Context: an optimization exercise on an open-source flow, tuned for small area and a short achievable clock period. The choices shown serve that exercise and are no tape-out recipe.
In this exercise RTL edits were held to simulation tests only and were not proved equivalent to the original.
Power is estimated from default activity; no workload was simulated.

`flow/constraint.sdc`:
```
create_clock -name core_clock -period 5.0 [get_ports {clk}]
set_input_delay 1.0000 -clock core_clock [delete_from_list [all_inputs] [get_ports {clk}]]
set_output_delay 1.0000 -clock core_clock [all_outputs]
set_load 0.01 [all_outputs]
```
`flow/flow/run.sh`:
```
#!/bin/bash
# The standard layout, with plain buf_2 cells as the port buffers.
set -euo pipefail
bash standard.sh "BUFFER_PORTS_ARGS=-buffer_cell sky130_fd_sc_hd__buf_2" finish > standard_flow.log 2>&1
```
`flow/config.mk`:
```
export PLATFORM = sky130hd
export DESIGN_NAME = vc_input_buffer_route
export DESIGN_NICKNAME = vc_input_buffer_route
export VERILOG_FILES = /design/flow/design.v
export SDC_FILE = /design/flow/constraint.sdc
export NUM_CORES = 4
export LEC_CHECK = 0
export CAP_MARGIN = 20
export CORE_MARGIN = 2
export CORE_UTILIZATION = 50
export CTS_CLUSTER_DIAMETER = 80
export CTS_CLUSTER_SIZE = 24
export SETUP_SLACK_MARGIN = 2.4
export SLEW_MARGIN = 20
export SYNTH_HIERARCHICAL = 1
export SYNTH_MINIMUM_KEEP_SIZE = 0
export TNS_END_PERCENT = 10
```
`flow/standard.sh`:
```
#!/bin/bash
# synth_recipe.tcl (not shown) runs the flow's synth.tcl, then flattens the netlist and writes it again
# the make line also repeats each setting of config.mk as NAME=value (left out here)
make -C /OpenROAD-flow-scripts/flow DESIGN_CONFIG=/design/flow/config.mk WORK_HOME=/design/flow/orfs CLKGATE_MAP_FILE= SYNTH_SCRIPT=/design/flow/synth_recipe.tcl "${@:-finish}"
```
`flow/design.v`:
```
module vc_input_buffer_route #(
    parameter int num_vcs       = 4,
    parameter int buffer_length = 8,
    parameter int data_width    = 32
) (
    input  logic                                           clk,
    input  logic                                           rst_n,
    input  logic                                           push,
    input  logic [$clog2(num_vcs)-1:0]                     vc_id,
    input  logic [data_width+num_vcs+14:0]                 data_in,
    input  logic [num_vcs-1:0]                             pop,
    input  logic [num_vcs-1:0]                             select,
    output logic [data_width+num_vcs+14:0]                 data_out,
    output logic [data_width+num_vcs+14:0]                 data_in_reg,
    output logic [num_vcs*(data_width+num_vcs+15)-1:0]     flit_buffer_out,
    output logic [num_vcs*5-1:0]                           output_port,
    output logic [num_vcs-1:0]                             head_is_tail,
    output logic [num_vcs*4-1:0]                           flags,
    output logic [num_vcs-1:0]                             buf_finished_empty
);
    localparam int FW       = data_width + num_vcs + 15;
    localparam int VW       = $clog2(num_vcs);
    localparam int BL       = buffer_length - 1;           
    localparam int OW       = $clog2(buffer_length) + 1;
    localparam int Y_LSB    = data_width;
    localparam int X_LSB    = data_width + 4;
    localparam int PORT_LSB = data_width + 8;
    localparam int TAIL_BIT = data_width + num_vcs + 13;
    localparam int HEAD_BIT = data_width + num_vcs + 14;
    logic [FW-1:0] head  [num_vcs];
    logic [FW-1:0] body  [num_vcs][BL];
    logic [BL-1:0] rd_oh [num_vcs];
    logic [BL-1:0] wr_oh [num_vcs];
    logic [OW-1:0] occ   [num_vcs];
    logic [4:0]    route [num_vcs];
    always_ff @(posedge clk) begin
        if (!rst_n) data_in_reg <= '0;
        else        data_in_reg <= data_in;
    end
    for (genvar v = 0; v < num_vcs; v++) begin : g_vc
        logic          empty, one, full;
        logic          vsel, do_pop, do_push;
        logic          ld_in, hold, adv_rd, body_we;
        logic [BL-1:0] ld_body;
        logic [OW-1:0] occ_next;
        logic [FW-1:0] head_next;
        assign empty = flags[4*v];
        assign one   = flags[4*v+1] & ~flags[4*v];
        assign full  = flags[4*v+3];
        assign vsel     = push && (vc_id == VW'(v));
        assign do_pop   = pop[v] & ~empty;
        assign do_push  = vsel & (~full | pop[v]);
        assign occ_next = occ[v] + OW'(do_push) - OW'(do_pop);
        assign ld_in   = rst_n & vsel & (empty | (one & pop[v]));
        assign adv_rd  = rst_n & pop[v] & ~flags[4*v+1];
        assign ld_body = {BL{adv_rd}} & rd_oh[v];
        assign hold    = rst_n & (empty ? ~vsel : ~pop[v]);
        assign body_we = rst_n & vsel & ~empty & ~(one & pop[v]) & (~full | pop[v]);
        logic [FW-1:0] grp [3];
        vc_ibr_aoi222 #(.W(FW)) u_grp0 (
            .a0({FW{hold}}), .b0(head[v]), .a1({FW{ld_in}}), .b1(data_in),
            .a2({FW{ld_body[0]}}), .b2(body[v][0]), .y(grp[0]));
        vc_ibr_aoi222 #(.W(FW)) u_grp1 (
            .a0({FW{ld_body[1]}}), .b0(body[v][1]), .a1({FW{ld_body[2]}}), .b1(body[v][2]),
            .a2({FW{ld_body[3]}}), .b2(body[v][3]), .y(grp[1]));
        vc_ibr_aoi222 #(.W(FW)) u_grp2 (
            .a0({FW{ld_body[4]}}), .b0(body[v][4]), .a1({FW{ld_body[5]}}), .b1(body[v][5]),
            .a2({FW{ld_body[6]}}), .b2(body[v][6]), .y(grp[2]));
        assign head_next = ~(grp[0] & grp[1] & grp[2]);
        always_ff @(posedge clk) begin
            head[v] <= head_next;
        end
        for (genvar k = 0; k < BL; k++) begin : g_body
            always_ff @(posedge clk) begin
                if (body_we && wr_oh[v][k]) body[v][k] <= data_in;
            end
        end
        always_ff @(posedge clk) begin
            if (!rst_n) begin
                rd_oh[v]              <= BL'(1);
                wr_oh[v]              <= BL'(1);
                occ[v]                <= '0;
                flags[4*v +: 4]       <= 4'b0011;
                buf_finished_empty[v] <= 1'b0;
            end else begin
                if (adv_rd)  rd_oh[v] <= {rd_oh[v][BL-2:0], rd_oh[v][BL-1]};
                if (body_we) wr_oh[v] <= {wr_oh[v][BL-2:0], wr_oh[v][BL-1]};
                occ[v]                <= occ_next;
                flags[4*v +: 4]       <= {occ_next == OW'(buffer_length),
                                          occ_next >= OW'(buffer_length - 1),
                                          occ_next <= OW'(1),
                                          occ_next == '0};
                buf_finished_empty[v] <= do_pop & ~do_push & one;
            end
        end
        logic [3:0] xd, yd;
        logic [4:0] route_next;
        assign xd = head_next[X_LSB +: 4];
        assign yd = head_next[Y_LSB +: 4];
        assign route_next[1] = ~xd[3] & (|xd[2:0]);                   
        assign route_next[3] = xd[3];                                 
        assign route_next[0] = ~(|xd) & ~yd[3] & (|yd[2:0]);          
        assign route_next[2] = ~(|xd) & yd[3];                        
        assign route_next[4] = rst_n & (occ_next != '0) & ~(|xd) & ~(|yd);  
        always_ff @(posedge clk) begin
            route[v]        <= route_next;
            head_is_tail[v] <= head_next[HEAD_BIT] & head_next[TAIL_BIT];
        end
        assign flit_buffer_out[v*FW +: FW] = head[v];
        assign output_port[v*5 +: 5]       = route[v];
    end
    always_comb begin
        logic [FW-1:0] routed;
        data_out = '0;
        for (int v = 0; v < num_vcs; v++) begin
            routed                = head[v];
            routed[PORT_LSB +: 5] = route[v];
            data_out              = data_out | ({FW{select[v]}} & routed);
        end
    end
endmodule
module vc_ibr_aoi222 #(
    parameter int W = 1
) (
    input  logic [W-1:0] a0, b0, a1, b1, a2, b2,
    output logic [W-1:0] y
);
    assign y = ~((a0 & b0) | (a1 & b1) | (a2 & b2));
endmodule
```
==> flow_metrics.env, run 1 <==
export IMPL_grt_overflow=0
export IMPL_grt_pass1_wl_mm=261
export IMPL_crit_slowest_cell="a22oi_2"
export IMPL_max_vdd_ir_drop_v=0.000262
export IMPL_avgSynthCellArea_um2=18.8
export IMPL_synth_cells=3264
export IMPL_largest_reg_flops=1428
export IMPL_dr_pass1_iters=10
export IMPL_synth_nets=3348
export IMPL_grt_pass1_vias=35000
export IMPL_cts_buffers=86
export IMPL_die_y_um=354
export IMPL_path_delay_family="buffers and inverters"
export IMPL_reg2reg_to="route[1][4]"
export IMPL_p_leak_uw=0.0242
export IMPL_rrSetupSlack_ps=2320
export IMPL_holdBufCountCts=0
export IMPL_die_x_um=354
export IMPL_period_share_pct=58.1
export IMPL_ys_top_cells_by_count="1,428 x edfxtp_1, 612 x a222oi_1, 367 x dfxtp_1"
export IMPL_postSynth_asyncResetShare_pct=0
export IMPL_path_class="in2out"
export IMPL_vias=37600
export IMPL_power_uw=29300
export IMPL_synth_most_common_cell="edfxtp_1"
export IMPL_ys_types=48
export IMPL_utilization_pct=58.2
export IMPL_drv_cap=0
export IMPL_drive_gt1_share_pct=22.0
export IMPL_endpoint="data_out[28]"
export IMPL_io_pins=414
export IMPL_grt_usage_pct=28.8
export IMPL_crit_arrival_ps=1910
export IMPL_yosysTopAreaCell="edfxtp_1"
export IMPL_fmax_ghz=0.344
export IMPL_die_area_um2=126000
export IMPL_finalSetupTns_ps=0
export IMPL_synth_warnings=23
export IMPL_grt_max_degree=53
export IMPL_worst_skew_pair_late_latency_ps=710
export IMPL_rr_worst_depth=8
export IMPL_clock_sinks=1795
export IMPL_ys_seq_elements=1795
export IMPL_outcome="timing/DRC/antenna clean"
export IMPL_synth_edf_count=1428
export IMPL_root_buffer="clkbuf_16"
export IMPL_netlist_area_um2=61400
export IMPL_cts_buffer_depth=3
export IMPL_vias_per_cell=6.72
export IMPL_r2r_start="flags[4]"
export IMPL_seq_area_frac_synth_pct=81.8
export IMPL_antenna_found_initial=15
export IMPL_wl_mm=191
export IMPL_row_count=128
export IMPL_htreeDepth=3
export IMPL_drc=0
export IMPL_dpl_hpwl_mm=110
export IMPL_portBuffers=413
export IMPL_area_growth_syn_to_layout_pct=15.5
export IMPL_critPathLaunchType="input pin"
export IMPL_hold_class="reg2reg"
export IMPL_cp_num_buf_inv=3
export IMPL_crit_fanout=6
export IMPL_synthFlopType="edfxtp_1"
export IMPL_ant_nets=0
export IMPL_rsz0062_at_grt="yes"
export IMPL_cp_cell_sequence="buf_16 > buf_12 > a22oi_2 > nand2_1 > buf_2"
export IMPL_netlist_top_cells_area="edfxtp_1 70%, dfxtp_1 12%, a222oi_1 10%"
export IMPL_final_max_slew_viol_count=0
export IMPL_start_util_pct=50.4
export IMPL_worstPathRequired_ps=4000
export IMPL_nets=3983
export IMPL_cp_slowest_stage_delay_ps=350
export IMPL_first_iter_violations=7015
export IMPL_gp_congestion=0.844
export IMPL_wl_per_cell_um=34.2
export IMPL_crit_path_end_kind="output pin"
export IMPL_powerDensity_nw_per_um2=413
export IMPL_critical_path_depth=5
export IMPL_cts_tree="yes"
export IMPL_final_hold_viol_count=0
export IMPL_synth_top_area_share_pct=69.8
export IMPL_core_area_um2=122000
export IMPL_tightest_slew_ps=1070
export IMPL_setup_viol=0
export IMPL_clkTransAtPathRegs_ps=90
export IMPL_min_period_ps=2910
export IMPL_worstSetupStartpoint="select[3]"
export IMPL_relSlewSlack_pct=28.9
export IMPL_skew_ps=29.6
[how the worst min path moves through the flow]
stage	start	end	slack [ps]	depth (start not counted)
6_report	body[0][10]	head[0][10]	460	2
5_1_grt	body[0][10]	head[0][10]	480	2
4_1_cts	rd_oh[2][3]	rd_oh[2][4]	460	2
3_5_place_dp	rd_oh[0][1]	rd_oh[0][1]	450	2
3_3_place_gp	rd_oh[0][6]	rd_oh[0][6]	440	2
2_1_floorplan	rd_oh[0][6]	rd_oh[0][6]	430	2
[metrics by stage]
step	cell area, um2	instances	worst slack, ps	hold WS [ps]
detailed placement	66400	5346	919	447
floorplan	61700	3264	1590	432
finish	70900	5604	2090	460
CTS	70100	5543	2070	456
global route	70900	5599	2060	481
global placement	66400	5344	982	437
[tightest hold or removal path, cell delays in order (launching register included)]
cell	delay, ps
edfxtp_1	340
a222oi_1	60
nand3_1	60
[what timing repair did]
item,CTS,global route
endpoints found under the setup margin,1252,1128
cloned,22,16
gates resized for setup,121,121
pin swaps,53,54
setup buffers,14,38
[logic make-up (layout without fill, tap and decap cells)]
group | count (synthesis) | in the layout | share of synthesized area, %
flip-flops | 1795 | 1795 | 81.8
AO/OA/AOI/OAI | 774 | 774 | 11.9
AND/OR/NAND/NOR | 532 | 552 | 4.47
buffers and inverters | 103 | 791 | 0.766
multiplexers | 26 | 26 | 0.424
adder cells (fa/ha/maj) | 20 | 20 | 0.456
XOR/XNOR | 14 | 14 | 0.200
other | 0 | 7 | 0
[cells in the final DEF (no fill, tap or decap), types with 10 or more instances in the layout]
master / synthesis / routed
nor3_1: 14 / 12
edfxtp_1: 1428 / 1428
nor2_1: 45 / 34
buf_4: 14 / 107
buf_16: 0 / 20
dfxtp_1: 367 / 362
a21oi_1: 33 / 31
and2_1: 98 / 68
nand2_1: 110 / 103
buf_6: 4 / 25
mux2i_1: 26 / 26
and2_2: 0 / 18
clkbuf_1: 42 / 60
and2_4: 0 / 15
and3_4: 0 / 13
nand3_1: 207 / 206
a22oi_2: 0 / 43
a22oi_1: 100 / 57
a222oi_1: 612 / 612
inv_6: 0 / 13
inv_1: 38 / 23
ha_1: 16 / 16
clkbuf_16: 0 / 92
buf_12: 0 / 23
buf_2: 1 / 405
and3_2: 0 / 19
xnor2_1: 10 / 10
[area by class of cell]
class                   count  area (um2)
diodes                      7        17.5
clock buffers             151        2490
clock inverters            10         115
fillers                  9273       51000
inverters                  38         223
multi-input cells        1386       11500
flip-flops and latches   1795       50200
well taps                1625        2030
repair buffers            591        4340
repair inverters            1        11.3
[per-layer routing]
metal	GRT usage (%)	vias to the layer above	wire (um)
met5	0	-	71
li1	-	15700	-
met1	41.5	19400	74900
met3	5.51	261	21900
met4	7.77	10	6130
met2	45.4	2258	88500
[report_power, final]
part           switching [uW]  leakage (uW)  total (uW)  internal (uW)
Sequential                780        0.0158       17400          16700
Combinational            2290       0.00707        3770           1480
Clock                    4590       0.00124        8090           3510
==> inputs of run 2 (changes only) <==
--- a/flow/config.mk
+++ b/flow/config.mk
@@ -12,3 +12,3 @@
 export CTS_CLUSTER_SIZE = 24
-export SETUP_SLACK_MARGIN = 2.4
+export SETUP_SLACK_MARGIN = 2.7
 export SLEW_MARGIN = 20
@@ -16,2 +16,2 @@
 export SYNTH_MINIMUM_KEEP_SIZE = 0
-export TNS_END_PERCENT = 10
+export TNS_END_PERCENT = 20
==> run 2 against run 1 <==
  * Still clean on timing, DRC and antenna
  * Critical path depth did not move
  * Sequential cell count unchanged
  * Area after synthesis unchanged
  * Routed wire length rose by 8.7%
  * Critical path type unchanged
  * Largest power group unchanged
  * Highest routed layer unchanged
==> flow_metrics.env, run 2 <==
export IMPL_outcome="timing/DRC/antenna clean"
export IMPL_worstHoldPathCells=2
export IMPL_grt_pass1_vias=35800
export IMPL_final_cell_mix="1,428 x edfxtp_1, 612 x a222oi_1, 402 x buf_2"
export IMPL_worst_skew_pair_late_latency_ps=710
export IMPL_drive_gt1_share_pct=25.7
export IMPL_clock_sinks=1795
export IMPL_clock_power_share_pct=27.4
export IMPL_ant_nets=0
export IMPL_synth_simple_area_share_pct=4.47
export IMPL_hold_class="reg2reg"
export IMPL_wl_mm=208
export IMPL_relSlewSlack_pct=23.5
export IMPL_p_seq_share_pct=58.6
export IMPL_first_iter_violations=7548
export IMPL_utilization_pct=59.8
export IMPL_grt_pass1_wl_mm=282
export IMPL_cts_tree="yes"
export IMPL_crit_fanout=8
export IMPL_ys_seq_elements=1795
export IMPL_synth_edf_count=1428
export IMPL_dr_pass1_iters=9
export IMPL_tightest_slew_ps=1150
export IMPL_core_area_um2=122000
export IMPL_largest_reg_flops=1428
export IMPL_final_hold_viol_count=0
export IMPL_grt_max_degree=54
export IMPL_synth_adder_area_share_pct=0.456
export IMPL_path_class="in2out"
export IMPL_skew_ps=31.6
export IMPL_area_growth_syn_to_layout_pct=18.6
export IMPL_synth_xor_area_share_pct=0.200
export IMPL_final_max_slew_viol_count=0
export IMPL_layout_commonest_cell="edfxtp_1"
export IMPL_ys_types=48
export IMPL_synth_top_area_share_pct=69.8
export IMPL_row_count=128
export IMPL_ys_top_cells_by_count="1,428 x edfxtp_1, 612 x a222oi_1, 367 x dfxtp_1"
export IMPL_drc=0
export IMPL_synth_top_family_by_area="compound AO/OA/AOI/OAI gates"
export IMPL_portBuffers=413
export IMPL_hold_ws_ps=458
export IMPL_setup_viol=0
export IMPL_rr_worst_depth=8
export IMPL_htreeDepth=3
export IMPL_yosysTopAreaCell="edfxtp_1"
export IMPL_finalSetupTns_ps=0
export IMPL_wl_per_cell_um=36.4
export IMPL_crit_arrival_ps=1930
export IMPL_synth_cells=3264
export IMPL_period_share_pct=58.6
export IMPL_internal_power_uw=21900
export IMPL_synth_warnings=23
export IMPL_die_x_um=354
export IMPL_rsz0062_at_grt="yes"
export IMPL_worstPathRequired_ps=4000
export IMPL_vias=39200
export IMPL_start_util_pct=50.4
export IMPL_avgSynthCellArea_um2=18.8
export IMPL_die_area_um2=126000
export IMPL_netlist_area_um2=61400
export IMPL_netlist_top_cells_area="edfxtp_1 70%, dfxtp_1 12%, a222oi_1 10%"
export IMPL_grt_usage_pct=31.8
export IMPL_gp_congestion=0.800
export IMPL_die_y_um=354
export IMPL_drv_cap=0
export IMPL_root_buffer="clkbuf_16"
export IMPL_p_sw_share_pct=26.7
export IMPL_synth_nets=3348
export IMPL_fmax_ghz=0.341
export IMPL_vias_per_cell=6.84
export IMPL_postSynth_asyncResetShare_pct=0
export IMPL_combPwrFrac_pct=14.0
export IMPL_critPathLaunchType="input pin"
export IMPL_grt_overflow=0
export IMPL_synth_most_common_cell="edfxtp_1"
export IMPL_seq_area_frac_synth_pct=81.8
export IMPL_dpl_hpwl_mm=109
export IMPL_p_leak_uw=0.0251
export IMPL_antenna_found_initial=13
export IMPL_powerDensity_nw_per_um2=409
export IMPL_io_pins=414
export IMPL_dp_cells=5335
export IMPL_min_period_ps=2930
export IMPL_switching_power_uw=7950
export IMPL_n_fill_cell=9065
export IMPL_synth_compound_area_share_pct=11.9
export IMPL_cts_buffer_depth=3
export IMPL_rrSetupSlack_ps=2440
export IMPL_nets=4108
export IMPL_synthFlopType="edfxtp_1"
export IMPL_crit_path_end_kind="output pin"
export IMPL_synthMuxAreaShare_pct=0.424
export IMPL_clkTransAtPathRegs_ps=90
export IMPL_max_vdd_ir_drop_v=0.000291
export IMPL_finalNonFillerCells=5723
export IMPL_cts_buffers=89
-- run 2: logic make-up (layout without fill, tap and decap cells) --
kind of cell	count (synthesis)	count (layout)
DFF	1795	1795
and+or+nand+nor	532	564
other	0	2
AOI/OAI and AO/OA	774	774
muxes	26	26
adders and majority gates	20	20
buffers and inverters	103	903
xor gates and xnor gates	14	14
-- run 2: layout make-up --
| class | count | area, um2 | area share, % |
|---|---|---|---|
| inverters | 38 | 251 | 0.345 |
| multi-input cells | 1398 | 11900 | 16.3 |
| clock buffers | 144 | 2470 | 3.40 |
| well taps | 1625 | 2030 | 2.79 |
| repair inverters | 6 | 48.8 | 0.0670 |
| flip-flops and latches | 1795 | 50200 | 69.0 |
| diodes | 2 | 5.00 | 0.00687 |
| repair buffers | 696 | 5720 | 7.86 |
| clock inverters | 19 | 191 | 0.263 |
-- run 2: what timing repair did --
item	CTS	global route
resized for setup	283	56
setup endpoints to repair	1834	1184
cloned	61	8
setup buffers	98	56
pin swaps	118	72
hold buffers	0	0
-- run 2: path summary, 6_finish.rpt --
kind | start | end
worst max-delay path | select[1] | data_out[32]
worst min-delay path | body[21][25] | head[3][25]
worst max register to register | flags[1] | route[0][4]
worst min register to register | body[21][25] | head[3][25]
-- run 2: critical path, stage by stage --
cell and delay, ps:
buf_16 150, buf_16 180, a22oi_2 290, nand2_1 120
buf_2 150
-- run 2: layer usage --
layer / GRT usage [%] / part of all wire (%) / wire length, um
met4: 11.4 / 4.8 / 9980
met1: 43.5 / 37 / 76500
met5: 0 / 0.018 / 37
met2: 52.0 / 48 / 99400
met3: 5.34 / 11 / 22100
-- run 2: metrics by stage --
step | setup WS [ps] | cell area (um2) | total power [uW]
floorplan | 1590 | 61700 | 19200
global placement | 1060 | 66300 | 21100
detailed placement | 982 | 66300 | 21100
CTS | 2080 | 72100 | 29700
global route | 2070 | 72800 | 30700
finish | 2070 | 72900 | 29800
-- run 2: power by group through the flow --
stage / registers [uW] / logic, uW / clock network, uW
6_report: 17500 / 4180 / 8160
5_1_grt: 17500 / 4430 / 8740
3_3_place_gp: 17700 / 3350 / 0
2_1_floorplan: 17500 / 1680 / 0
3_5_place_dp: 17700 / 3400 / 0
4_1_cts: 17500 / 4040 / 8240
==> inputs of run 3 (changes only) <==
==> flow/flow/run.sh (replaced) <==
#!/bin/bash
# The standard layout with three changes: plain buf_2 cells as the port buffers, the select and
# data_out pins kept to the middle of one edge (io.tcl), and after global placement the select -> data_out
# logic pulled next to those pins (move.tcl); detailed placement then legalizes it as usual.
set -euo pipefail
here=$(cd "$(dirname "${BASH_SOURCE[0]}")" && pwd)
export PRE_IO_PLACEMENT_TCL=$here/io.tcl
export POST_GLOBAL_PLACE_TCL=$here/move.tcl
bash standard.sh "BUFFER_PORTS_ARGS=-buffer_cell sky130_fd_sc_hd__buf_2" finish > standard_flow.log 2>&1
==> flow/flow/io.tcl (new file) <==
# Keep the combinational select -> data_out pins on one edge, over the middle 40% of it.
set pins {}
for {set i 0} {$i < 4} {incr i} { lappend pins "select\[$i\]" }
for {set i 0} {$i < 51} {incr i} { lappend pins "data_out\[$i\]" }
set die [[ord::get_db_block] getDieArea]
set h [expr {([$die yMax] - [$die yMin]) / 1000.0}]
set lo [expr {int($h * 0.3)}]
set hi [expr {int($h * 0.7)}]
set_io_pin_constraint -pin_names $pins -region right:$lo-$hi
==> flow/flow/move.tcl (new file) <==
# After global placement: pull the select -> data_out logic (select input buffers and their buffer
# trees, the gates that combine select with the heads, and the data_out output buffers) next to
# the data_out/select pins, so the select nets stay short. Detailed placement legalizes it later.
set block [ord::get_db_block]
set ::mv_block $block
proc pin_xy {bterm} {
  foreach bp [$bterm getBPins] {
    set bb [$bp getBBox]
    return [list [expr {([$bb xMin] + [$bb xMax]) / 2}] [expr {([$bb yMin] + [$bb yMax]) / 2}]]
  }
}
proc is_buf {inst} {
  set m [[$inst getMaster] getName]
  return [regexp {__(buf|clkbuf|bufbuf|inv|clkinv)_[0-9]+$} $m]
}
set die [$block getDieArea]
set ::mv_dx [$die xMax]
set ::mv_dy [$die yMax]
# target point: average of the group's pin locations, 
set sx 0; set sy 0; set n 0
foreach bt [$block getBTerms] {
  if {[regexp {^(data_out|select)\[} [$bt getName]]} {
    lassign [pin_xy $bt] x y
    set sx [expr {$sx + $x}]; set sy [expr {$sy + $y}]; incr n
  }
}
set ::mv_moved 0
proc place_near {inst x y} {
  set dx $::mv_dx; set dy $::mv_dy
  set in 6000
  if {$x > $dx - $in} { set x [expr {$dx - $in}] }
  if {$x < $in} { set x $in }
  if {$y > $dy - $in} { set y [expr {$dy - $in}] }
  if {$y < $in} { set y $in }
  $inst setLocation [expr {int($x)}] [expr {int($y)}]
  incr ::mv_moved
}
# The cell driving net, or "" for a port or an undriven net.
proc mv_driver {net} {
  if {$net eq "NULL"} { return "" }
  foreach d [$net getITerms] {
    if {[$d isOutputSignal]} { return [$d getInst] }
  }
  return ""
}
# Move inst and, through buffers, the logic feeding it, down to `levels` logic gates deep.
proc mv_pull {inst x y levels} {
  if {$inst eq "" || [[$inst getMaster] isSequential]} return
  # one column per logic level, further in from the pins as the level gets deeper
  place_near $inst [expr {$x - (30 - 8 * $levels) * 1000}] $y
  set buf [is_buf $inst]
  if {!$buf} { incr levels -1 }
  if {$levels <= 0} return
  foreach ii [$inst getITerms] {
    if {[$ii isInputSignal]} { mv_pull [mv_driver [$ii getNet]] $x $y $levels }
  }
}
# data_out: the output buffer and the two logic levels before it, with any buffers between
foreach bt [$block getBTerms] {
  if {![regexp {^data_out\[} [$bt getName]]} continue
  lassign [pin_xy $bt] x y
  foreach it [[$bt getNet] getITerms] {
    set ob [$it getInst]
    place_near $ob [expr {$x - 6000}] $y
    foreach ii [$ob getITerms] {
      if {[$ii isInputSignal]} { mv_pull [mv_driver [$ii getNet]] $x $y 2 }
    }
  }
}
# select: each buffer of the select trees goes to the centre of the cells it drives, leaves first,
# so the trees follow the moved gates without piling up at the select pins.
proc mv_center {inst} {
  set sx 0; set sy 0; set n 0
  foreach o [$inst getITerms] {
    if {![$o isOutputSignal] || [$o getNet] eq "NULL"} continue
    foreach it [[$o getNet] getITerms] {
      if {![$it isInputSignal]} continue
      set l [[$it getInst] getLocation]
      set sx [expr {$sx + [lindex $l 0]}]; set sy [expr {$sy + [lindex $l 1]}]; incr n
    }
  }
  if {$n > 0} { $inst setLocation [expr {int($sx / $n)}] [expr {int($sy / $n)}]; incr ::mv_moved }
}
foreach bt [$block getBTerms] {
  if {![regexp {^select\[} [$bt getName]]} continue
  set order {}
  set front [list [$bt getNet]]
  while {[llength $front]} {
    set net [lindex $front 0]; set front [lrange $front 1 end]
    foreach it [$net getITerms] {
      if {![$it isInputSignal]} continue
      set g [$it getInst]
      if {[is_buf $g]} {
        lappend order $g
        foreach o [$g getITerms] { if {[$o isOutputSignal]} { lappend front [$o getNet] } }
      }
    }
  }
  foreach g [lreverse $order] { mv_center $g }
}
puts "move.tcl: moved $::mv_moved cells toward the data_out pins"
==> run 3 against run 2 <==
  * Largest cell class unchanged
  * Largest power group unchanged
  * Clock-buffer cell count up 4
  * Combinational power up 5.7%
  * Clock power up 1%
==> flow_metrics.env, run 3 <==
export IMPL_min_to="head[2][7]"
export IMPL_synth_cells=3264
export IMPL_worstPathRequired_ps=4000
export IMPL_r2r_start="flags[5]"
export IMPL_min_from="body[14][7]"
export IMPL_combPwrFrac_pct=14.1
export IMPL_wl_per_cell_um=41.2
export IMPL_p_seq_share_pct=59.4
export IMPL_cts_buffer_depth=3
export IMPL_path_class="in2out"
export IMPL_nets=4099
export IMPL_ys_seq_elements=1795
export IMPL_die_area_um2=126000
export IMPL_worst_skew_pair_late_latency_ps=720
export IMPL_clkTransAtPathRegs_ps=100
export IMPL_wl_mm=237
export IMPL_synth_warnings=23
export IMPL_rsz0062_at_grt="yes"
export IMPL_drive_gt1_share_pct=30.3
export IMPL_synth_adder_area_share_pct=0.456
export IMPL_crit_path_end_kind="output pin"
export IMPL_tightest_slew_ps=1150
export IMPL_yosysTopAreaCell="edfxtp_1"
export IMPL_max_vdd_ir_drop_v=0.000349
export IMPL_final_cell_mix="1,428 x edfxtp_1, 612 x a222oi_1, 389 x buf_2"
export IMPL_relSlewSlack_pct=23.1
export IMPL_min_period_ps=2800
export IMPL_postSynth_asyncResetShare_pct=0
export IMPL_powerDensity_nw_per_um2=424
export IMPL_synth_compound_area_share_pct=11.9
export IMPL_hold_class="reg2reg"
export IMPL_ys_types=48
export IMPL_p_sw_share_pct=28.8
export IMPL_largest_reg_flops=1428
export IMPL_portBuffers=413
export IMPL_fmax_ghz=0.357
export IMPL_synth_nets=3348
export IMPL_grt_pass1_vias=37400
export IMPL_synthMuxAreaShare_pct=0.424
export IMPL_clock_sinks=1795
export IMPL_final_max_slew_viol_count=0
export IMPL_n_fill_cell=8947
export IMPL_critPathLaunchType="input pin"
export IMPL_synth_xor_area_share_pct=0.200
export IMPL_ys_top_cells_by_count="1,428 x edfxtp_1, 612 x a222oi_1, 367 x dfxtp_1"
export IMPL_setup_viol=0
export IMPL_drc=0
export IMPL_synth_top_area_share_pct=69.8
export IMPL_synth_simple_area_share_pct=4.47
export IMPL_p_leak_uw=0.0252
export IMPL_cts_buffers=88
export IMPL_rrSetupSlack_ps=2460
export IMPL_ant_nets=0
export IMPL_worstHoldPathCells=2
export IMPL_synth_most_common_cell="edfxtp_1"
export IMPL_die_y_um=354
export IMPL_htreeDepth=3
export IMPL_die_x_um=354
export IMPL_crit_fanout=8
export IMPL_finalSetupTns_ps=0
export IMPL_io_pins=414
export IMPL_skew_ps=37.4
export IMPL_outcome="timing/DRC/antenna clean"
export IMPL_dpl_hpwl_mm=138
export IMPL_rr_worst_depth=9
export IMPL_synth_top_family_by_area="compound AO/OA/AOI/OAI gates"
export IMPL_area_growth_syn_to_layout_pct=19.8
export IMPL_avgSynthCellArea_um2=18.8
export IMPL_switching_power_uw=9000
export IMPL_netlist_area_um2=61400
export IMPL_final_hold_viol_count=0
export IMPL_vias=41500
export IMPL_internal_power_uw=22200
export IMPL_layout_commonest_cell="edfxtp_1"
export IMPL_root_buffer="clkbuf_16"
export IMPL_grt_pass1_wl_mm=313
export IMPL_period_share_pct=56.0
export IMPL_antenna_found_initial=36
export IMPL_vias_per_cell=7.22
export IMPL_start_util_pct=50.4
export IMPL_grt_usage_pct=36.5
export IMPL_crit_arrival_ps=1800
export IMPL_row_count=128
export IMPL_seq_area_frac_synth_pct=81.8
export IMPL_netlist_top_cells_area="edfxtp_1 70%, dfxtp_1 12%, a222oi_1 10%"
export IMPL_grt_overflow=0
export IMPL_grt_max_degree=53
export IMPL_reg2reg_to="route[1][4]"
export IMPL_drv_cap=0
export IMPL_synth_edf_count=1428
export IMPL_first_iter_violations=10300
export IMPL_holdBufCountCts=0
export IMPL_synthFlopType="edfxtp_1"
export IMPL_power_uw=31200
export IMPL_cts_tree="yes"
export IMPL_dr_pass1_iters=13
export IMPL_clock_power_share_pct=26.5
export IMPL_core_area_um2=122000
[run 3: cell count changes in the layout (fill, tap and decap cells not counted), sizes merged]
cell      delta
and2         -2
and3         +4
buf          -4
bufbuf       -4
bufinv       +1
clkbuf       +5
clkinv       -2
clkinvlp     -2
diode       +29
inv          -5
[run 3: layer usage]
metal / track usage [%] / up-vias / wire, um
li1: - / 16000 / -
met1: 48.8 / 21000 / 82600
met2: 52.7 / 3823 / 101000
met3: 15.2 / 646 / 40100
met4: 15.3 / 10 / 12500
met5: 1.36 / - / 322
[run 3: final cells by class]
| type | instances | area (um2) | share of cell area, % |
|---|---|---|---|
| well taps | 1625 | 2030 | 2.76 |
| flip-flops and latches | 1795 | 50800 | 69.0 |
| repair buffers | 689 | 5600 | 7.61 |
| inverters | 38 | 236 | 0.322 |
| diodes | 31 | 77.6 | 0.105 |
| clock buffers | 148 | 2500 | 3.40 |
| multi-input cells | 1400 | 12100 | 16.5 |
| clock inverters | 14 | 175 | 0.238 |
| repair inverters | 3 | 21.3 | 0.0289 |
[run 3: worst max-delay path by stage]
| stage | slack [ps] | from | cells after the start | end |
|---|---|---|---|---|
| CTS | 2240 | select[1] | 6 | data_out[2] |
| finish | 2200 | select[1] | 6 | data_out[2] |
| global route | 2190 | select[1] | 6 | data_out[2] |
| global placement | 1020 | rst_n | 12 | route[1][4] |
| floorplan | 1590 | rst_n | 10 | route[1][4] |
| detailed placement | 1000 | rst_n | 12 | route[1][4] |
[run 3: per-stage QoR]
stage	worst slack (ps)	util [%]	cells	hold slack, ps	area [um2]
2_1_floorplan	1590	-	3264	432	61700
3_5_place_dp	1000	54.5	5340	451	66400
3_3_place_gp	1020	54.5	5340	444	66400
5_1_grt	2190	60.3	5729	487	73500
6_report	2200	60.3	5743	457	73500
4_1_cts	2240	59.3	5665	464	72300
[run 3: kinds of logic after synthesis]
kind of cell	after synthesis
buffers and inverters	103
xor gates and xnor gates	14
and+or+nand+nor	532
AOI/OAI and AO/OA	774
adders and majority gates	20
muxes	26
DFF	1795
[run 3: repair_timing]
item	4_1_cts	5_1_grt
gates resized for setup	453	241
gates cloned	60	6
setup endpoints to repair	1916	1208
buffers inserted	103	41
pin swaps	116	94
[run 3: critical path, cell delays in order]
cell and delay (ps):
buf_16 130, buf_12 150, buf_12 140, a22oi_2 130
nand2_1 90, buf_2 150
[run 3: power by group through the flow]
stage / sequential [uW] / clock, uW / combinational, uW
6_report: 18500 / 8270 / 4420
5_1_grt: 18500 / 8780 / 4630
4_1_cts: 18300 / 8290 / 3990
3_5_place_dp: 18500 / 0 / 3340
3_3_place_gp: 17800 / 0 / 3650
2_1_floorplan: 17500 / 0 / 1680
==> inputs of run 4 (changes only) <==
--- a/flow/config.mk
+++ b/flow/config.mk
@@ -12,3 +12,3 @@
 export CTS_CLUSTER_SIZE = 24
-export SETUP_SLACK_MARGIN = 2.7
+export SETUP_SLACK_MARGIN = 2.4
 export SLEW_MARGIN = 20
@@ -16,2 +16,2 @@
 export SYNTH_MINIMUM_KEEP_SIZE = 0
-export TNS_END_PERCENT = 20
+export TNS_END_PERCENT = 10
==> run 4 against run 3 <==
  * Via count fell by 4.9%
  * Critical path depth shrank 1
  * Clock-buffer cell count up 2
  * Combinational power is 15% lower
  * Critical endpoint is now data_out[27]
  * Largest cell class unchanged
  * Largest power group unchanged
  * Highest routed layer unchanged
==> flow_metrics.env, run 4 <==
export IMPL_synth_top_family_by_area="compound AO/OA/AOI/OAI gates"
export IMPL_p_leak_uw=0.0241
export IMPL_final_cell_mix="1,428 x edfxtp_1, 612 x a222oi_1, 404 x buf_2"
export IMPL_antenna_found_initial=25
export IMPL_design_area_um2=71100
export IMPL_portBuffers=413
export IMPL_ys_top_cells_by_count="1,428 x edfxtp_1, 612 x a222oi_1, 367 x dfxtp_1"
export IMPL_avgSynthCellArea_um2=18.8
export IMPL_die_y_um=354
export IMPL_rr_worst_depth=9
export IMPL_area_growth_syn_to_layout_pct=15.8
export IMPL_clock_power_share_pct=27.6
export IMPL_crit_path_end_kind="output pin"
export IMPL_n_fill_cell=9152
export IMPL_combPwrFrac_pct=12.3
export IMPL_seq_area_frac_synth_pct=81.8
export IMPL_yosysTopAreaCell="edfxtp_1"
export IMPL_max_vdd_ir_drop_v=0.000322
export IMPL_grt_pass1_wl_mm=291
export IMPL_ant_nets=0
export IMPL_synth_xor_area_share_pct=0.200
export IMPL_wl_mm=219
export IMPL_synth_top_area_share_pct=69.8
export IMPL_grt_max_degree=53
export IMPL_clock_sinks=1795
export IMPL_skew_ps=54.0
export IMPL_path_class="in2out"
export IMPL_min_from="body[21][12]"
export IMPL_hold_class="reg2reg"
export IMPL_p_seq_share_pct=60.1
export IMPL_place_ws_ps=804
export IMPL_die_x_um=354
export IMPL_final_hold_viol_count=0
export IMPL_rsz0062_at_grt="yes"
export IMPL_first_iter_violations=9612
export IMPL_die_area_um2=126000
export IMPL_vias_per_cell=7.06
export IMPL_drc=0
export IMPL_min_period_ps=2870
export IMPL_critPathLaunchType="input pin"
export IMPL_grt_overflow=0
export IMPL_netlist_top_cells_area="edfxtp_1 70%, dfxtp_1 12%, a222oi_1 10%"
export IMPL_period_share_pct=57.4
export IMPL_synthFlopType="edfxtp_1"
export IMPL_core_area_um2=122000
export IMPL_switching_power_uw=8600
export IMPL_setup_viol=0
export IMPL_p_sw_share_pct=28.2
export IMPL_rrSetupSlack_ps=2320
export IMPL_worstPathRequired_ps=4000
export IMPL_io_pins=414
export IMPL_nets=3954
export IMPL_tightest_slew_ps=1090
export IMPL_layout_commonest_cell="edfxtp_1"
export IMPL_synth_adder_area_share_pct=0.456
export IMPL_synth_cells=3264
export IMPL_fmax_ghz=0.349
export IMPL_cts_buffers=88
export IMPL_clkTransAtPathRegs_ps=90
export IMPL_worstHoldPathCells=2
export IMPL_crit_arrival_ps=1870
export IMPL_finalSetupTns_ps=0
export IMPL_start_util_pct=50.4
export IMPL_largest_reg_flops=1428
export IMPL_cts_buffer_depth=3
export IMPL_cts_tree="yes"
export IMPL_synth_edf_count=1428
export IMPL_multi_input_area_um2=11400
export IMPL_postSynth_asyncResetShare_pct=0
export IMPL_synth_compound_area_share_pct=11.9
export IMPL_ys_types=48
export IMPL_dr_pass1_iters=10
export IMPL_holdBufCountCts=0
export IMPL_powerDensity_nw_per_um2=429
export IMPL_htreeDepth=3
export IMPL_final_max_slew_viol_count=0
export IMPL_synth_most_common_cell="edfxtp_1"
export IMPL_min_to="head[3][12]"
export IMPL_root_buffer="clkbuf_16"
export IMPL_synthMuxAreaShare_pct=0.424
export IMPL_r2r_start="flags[5]"
export IMPL_relSlewSlack_pct=27.1
export IMPL_wl_per_cell_um=39.3
export IMPL_crit_fanout=10
export IMPL_row_count=128
export IMPL_internal_power_uw=21900
export IMPL_synth_warnings=23
export IMPL_layout_area_seq_um2=50400
export IMPL_ys_seq_elements=1795
export IMPL_netlist_area_um2=61400
export IMPL_postPlaceCellArea_um2=66400
export IMPL_grt_usage_pct=33.5
export IMPL_grt_pass1_vias=36000
export IMPL_fin_ws_ps=2130
export IMPL_drv_cap=0
export IMPL_synth_nets=3348
export IMPL_reg2reg_to="route[1][4]"
export IMPL_worst_skew_pair_late_latency_ps=730
export IMPL_synth_simple_area_share_pct=4.47
export IMPL_outcome="timing/DRC/antenna clean"
export IMPL_drive_gt1_share_pct=24.5
export IMPL_vias=39400
export IMPL_dpl_hpwl_mm=136
==> run 4: changes by cell type in the layout (fill, tap and decap cells not counted), sizes merged, moves of 3 or more <==
cell / previous run / this run
buf: 675 / 551
and2: 105 / 99
nor2: 48 / 45
diode: 31 / 12
clkbuf: 153 / 163
bufbuf: 9 / 2
and3: 40 / 28
==> run 4: timing repair <==
| action | in CTS | in global routing |
|---|---|---|
| cloned | 17 | 17 |
| resized for setup | 175 | 138 |
| setup buffers | 28 | 13 |
| setup endpoints to repair | 1081 | 172 |
| pin swaps | 33 | 33 |
==> run 4: through the flow <==
stage | power (uW) | hold WS [ps] | utilization (%) | cells
after floorplan | 19200 | 432 | - | 3264
after global placement | 21400 | 443 | 54.5 | 5330
after detailed placement | 21800 | 448 | 54.5 | 5330
after CTS | 30100 | 461 | 57.5 | 5541
after global routing | 31200 | 480 | 58.3 | 5573
final | 30500 | 458 | 58.3 | 5583
==> run 4: layout make-up <==
type                    count  area share [%]
well taps                1625            2.86
clock buffers             150            3.63
repair inverters            2          0.0246
clock inverters            16           0.271
multi-input cells        1379            16.1
flip-flops and latches   1795            70.9
inverters                  38           0.282
repair buffers            566            5.87
diodes                     12          0.0422
==> run 4: worst max-delay path by stage <==
stage,from,to,depth (start not counted)
3_5_place_dp,rst_n,route[2][0],10
3_3_place_gp,rst_n,route[2][0],10
4_1_cts,head[2][48],data_out[48],3
6_report,select[0],data_out[27],5
5_1_grt,select[0],data_out[27],5
2_1_floorplan,rst_n,route[1][4],10
==> run 4: kinds of logic (layout without fill, tap and decap cells) <==
family	count (synthesis)	in the layout
compound gates	774	774
xor+xnor	14	14
fa+ha+maj	20	20
buf+inv	103	772
flops	1795	1795
mux	26	26
other cells	0	12
simple gates	532	545
==> run 4: per-layer routing <==
layer | up-vias | track usage (%) | part of all wire, %
met5 | - | 1.36 | 0.0096
met4 | 4 | 10.5 | 3.8
met1 | 20100 | 46.8 | 37
met3 | 496 | 13.7 | 17
met2 | 3211 | 47.8 | 43
li1 | 15600 | - | -
==> run 4: worst max-delay path, cell delays in order <==
cell and delay, ps:
buf_16 130, buf_12 150, a22oi_1 280, nand2_1 130, buf_2 160
==> run 4: power groups by stage <==
| stage | Sequential (uW) | Combinational (uW) | Clock (uW) |
|---|---|---|---|
| finish | 18300 | 3740 | 8420 |
| detailed placement | 18400 | 3370 | 0 |
| global route | 18300 | 3980 | 8960 |
| CTS | 18100 | 3530 | 8460 |
| floorplan | 17500 | 1680 | 0 |
| global placement | 17800 | 3650 | 0 |

re-timing with driven ports:
In the flow no input, the clock included, has a driving cell. The finished layouts below were timed again as built, in two steps. Step 1, drivers: a clkbuf_16 drives clk and a buf_2 each remaining input, both assumed. Step 2 moves the port delays by t, midway between the first and last clock arrival at a register: inputs arrive t later, outputs are due t later. That takes back most of the time a late clock gives input paths. Three values: ideal, step 1, step 2; two values: the first two.
| run | t, ns | setup slack, ns | worst setup path at the end | clock arrival spread, ns | cell pins on the clock port's net |
|---|---|---|---|---|---|
| run 1 | 0.768 | 2.094 / 1.939 / 1.410 | input to register | 0.035 / 0.035 | 1 |
| run 2 | 0.768 | 2.070 / 1.910 / 1.615 | input to register | 0.043 / 0.043 | 1 |
| run 3 | 0.774 | 2.200 / 2.047 / 1.569 | input to register | 0.042 / 0.041 | 1 |
| run 4 | 0.772 | 2.132 / 1.990 / 1.420 | input to register | 0.055 / 0.056 | 1 |
After both steps every run listed still meets setup and hold. The setup slack of run 4, which loses most, moves by -0.142 ns with the drivers and by -0.712 ns with both steps.
